Background: an optimization exercise with open tools, aiming at small area, a short achievable clock period and few clock cycles per item. Do not read the settings as production practice. Function was checked by simulation only, so behaviour that the tests miss may differ from the original. Power is estimated from default activity; no workload was simulated.

==> flow/design.v (excerpt) <==
module deque_search (
  input  logic        clk,
  input  logic        rst_n,
  input  logic        start,
  output logic        busy,
  input  logic [2:0]  in_cmd,
  input  logic [31:0] in_value,
  output logic        out_valid,
  output logic [1:0]  out_status,
  output logic [31:0] out_found_value,
  output logic [6:0]  out_count
);
  dqvs_pkg::in_t  in_data;
  dqvs_pkg::out_t out_data;
  assign in_data.cmd   = in_cmd;
  assign in_data.value = in_value;
  deque_with_value_search #(
    .DEPTH(dqvs_pkg::DEPTH_DEF)
  ) u_deque (
    .clk       (clk),
    .rst_n     (rst_n),
    .start     (start),
    .busy      (busy),
    .in_data   (in_data),
    .out_valid (out_valid),
    .out_data  (out_data)
  );
  assign out_status      = out_data.status;
  assign out_found_value = out_data.found_value;
  assign out_count       = out_data.count;
endmodule
Size in the first run: about 2300 flip-flops, about 0.095 sq mm of cells after synthesis.
==> flow/config.mk <==
export PLATFORM = sky130hd
export DESIGN_NAME = deque_search
export DESIGN_NICKNAME = deque_search
export VERILOG_FILES = /design/flow/design.v
export SDC_FILE = /design/flow/constraint.sdc
export NUM_CORES = 4
export LEC_CHECK = 0
export CAP_MARGIN = 20
export CORE_MARGIN = 2
export CORE_UTILIZATION = 55
export CTS_CLUSTER_DIAMETER = 100
export CTS_CLUSTER_SIZE = 24
export SETUP_SLACK_MARGIN = 2.9
export SLEW_MARGIN = 20
==> flow/constraint.sdc <==
create_clock -name core_clock -period 5.0 [get_ports {clk}]
set_input_delay 1.0000 -clock core_clock [delete_from_list [all_inputs] [get_ports {clk}]]
set_output_delay 1.0000 -clock core_clock [all_outputs]
set_load 0.01 [all_outputs]
run.sh (not shown) runs the stock make flow with config.mk's settings and CLKGATE_MAP_FILE= SYNTH_SCRIPT=/design/flow/synth_recipe.tcl, a recipe that flattens the netlist after the stock synthesis.
Testbench counts at the start, summed over its fixed seeds: cycles 12,024, commands 12,000.
==> next run, changes <==
- CTS_CLUSTER_DIAMETER: 100 -> 80
- CTS_CLUSTER_SIZE: 24 -> 20
- SETUP_SLACK_MARGIN: 2.9 -> 2.75
Effect: Utilization came out lower by 0.68 points; die area stays the same; wire length came out lower by about 6.5%; non-clock buffer count came out lower by 135; worst setup slack is worse by 0.043 ns; worst hold slack hardly moves; clock power came out higher by about 20%.
==> next run, changes <==
- CTS_CLUSTER_DIAMETER: 80 -> 100
- CTS_CLUSTER_SIZE: 20 -> 24
- TNS_END_PERCENT: default -> 10
- utilization drops by 0.64 points
- die area is unchanged
- fmax decreases by 3.5%
- via count is about the same
- register-to-register slack degrades by 0.08 ns
- sequential cell count is unchanged
- clock-buffer cell count goes down by 29
==> next run, changes <==
- TNS_END_PERCENT: 10 -> default
Outcome: The changed run finished with timing, DRC and antenna clean. Global-route usage goes up by 0.22 points. Sequential share of layout area stays flat. Clock-buffer cell count does not change. Die area is unchanged. Hold slack hardly moves. Non-clock buffer count goes down by 24.
==> next run, changes <==
- SETUP_SLACK_MARGIN: 2.75 -> 3.05
Setup slack gets worse by 0.010 ns.
Synthesized area stays the same.
Power goes up by a few percent.

========
Starting RTL as in the previous note.
## deque_search
module deque_search (
  input  logic        clk,
  input  logic        rst_n,
  input  logic        start,
  output logic        busy,
  input  logic [2:0]  in_cmd,
  input  logic [31:0] in_value,
  output logic        out_valid,
  output logic [1:0]  out_status,
  output logic [31:0] out_found_value,
  output logic [6:0]  out_count
);
  dqvs_pkg::in_t  in_data;
  dqvs_pkg::out_t out_data;
  assign in_data.cmd   = in_cmd;
  assign in_data.value = in_value;
  deque_with_value_search #(
    .DEPTH(dqvs_pkg::DEPTH_DEF)
  ) u_deque (
    .clk       (clk),
    .rst_n     (rst_n),
    .start     (start),
    .busy      (busy),
    .in_data   (in_data),
    .out_valid (out_valid),
    .out_data  (out_data)
  );
  assign out_status      = out_data.status;
  assign out_found_value = out_data.found_value;
  assign out_count       = out_data.count;
endmodule
==> flow/config.mk <==
export PLATFORM = sky130hd
export DESIGN_NAME = deque_search
export DESIGN_NICKNAME = deque_search
export VERILOG_FILES = /design/flow/design.v
export SDC_FILE = /design/flow/constraint.sdc
export NUM_CORES = 4
export LEC_CHECK = 0
export CAP_MARGIN = 20
export CORE_MARGIN = 2
export CORE_UTILIZATION = 55
export CTS_CLUSTER_DIAMETER = 100
export CTS_CLUSTER_SIZE = 24
export SETUP_SLACK_MARGIN = 2.6
export SLEW_MARGIN = 20
==> flow/constraint.sdc <==
create_clock -name core_clock -period 5.0 [get_ports {clk}]
set_input_delay 1.0000 -clock core_clock [delete_from_list [all_inputs] [get_ports {clk}]]
set_output_delay 1.0000 -clock core_clock [all_outputs]
set_load 0.01 [all_outputs]
Testbench counts at the start, summed over its fixed seeds: cycles 12,024, commands 12,000.
Next try:
PLACE_DENSITY = 0.7   (was default)
Effect: Die area does not change. Area after synthesis is unchanged. Routed wire length came out lower by 1.8%. Maximum frequency came out higher by 0.71%. Via count came out higher by 2.5%. Final area is about the same. Cell count is about the same. Clock skew stays flat. Total power is about the same.

[what the ideal ports hide]
In the flow no input, the clock included, has a driving cell. The finished layouts below were timed again as built, in two steps. Step 1 sets driving cells, clkbuf_16 on the clock port and buf_2 on the other inputs (assumed; they add their load-dependent delay and slew). Step 2 also shifts input and output timing later by t, the mid clock arrival at the registers, as if the neighbouring blocks saw the same clock. a / b / c = ideal / step 1 / step 2; a / b = the first two.
run | t, ns | slack for setup (ns) | worst setup path at the end | clock arrival spread, ns | worst register clock-pin slew, ns
the first run of note 1 | 0.861 | 2.778 / 2.690 / 2.365 | input to register | 0.030 / 0.029 | 0.11 / 0.11
the second run of note 1 | 0.893 | 2.735 / 2.661 / 2.286 | input to register | 0.043 / 0.042 | 0.09 / 0.09
the third run of note 1 | 0.860 | 2.652 / 2.603 / 2.129 | input to register | 0.041 / 0.040 | 0.10 / 0.10
the fourth run of note 1 | 0.857 | 2.751 / 2.685 / 2.284 | input to register | 0.041 / 0.041 | 0.11 / 0.11
the fifth run of note 1 | 0.877 | 2.741 / 2.669 / 2.330 | input to register | 0.031 / 0.030 | 0.11 / 0.11
the first run of note 2 | 0.854 | 2.611 / 2.577 / 2.142 | input to register | 0.043 / 0.044 | 0.10 / 0.10
the second run of note 2 | 0.860 | 2.628 / 2.565 / 2.248 | input to register | 0.040 / 0.040 | 0.10 / 0.10
After both steps every run listed still meets setup and hold. For the third run of note 1, which loses most, drivers alone change the setup slack by -0.049 ns; drivers and shift together by -0.523 ns.
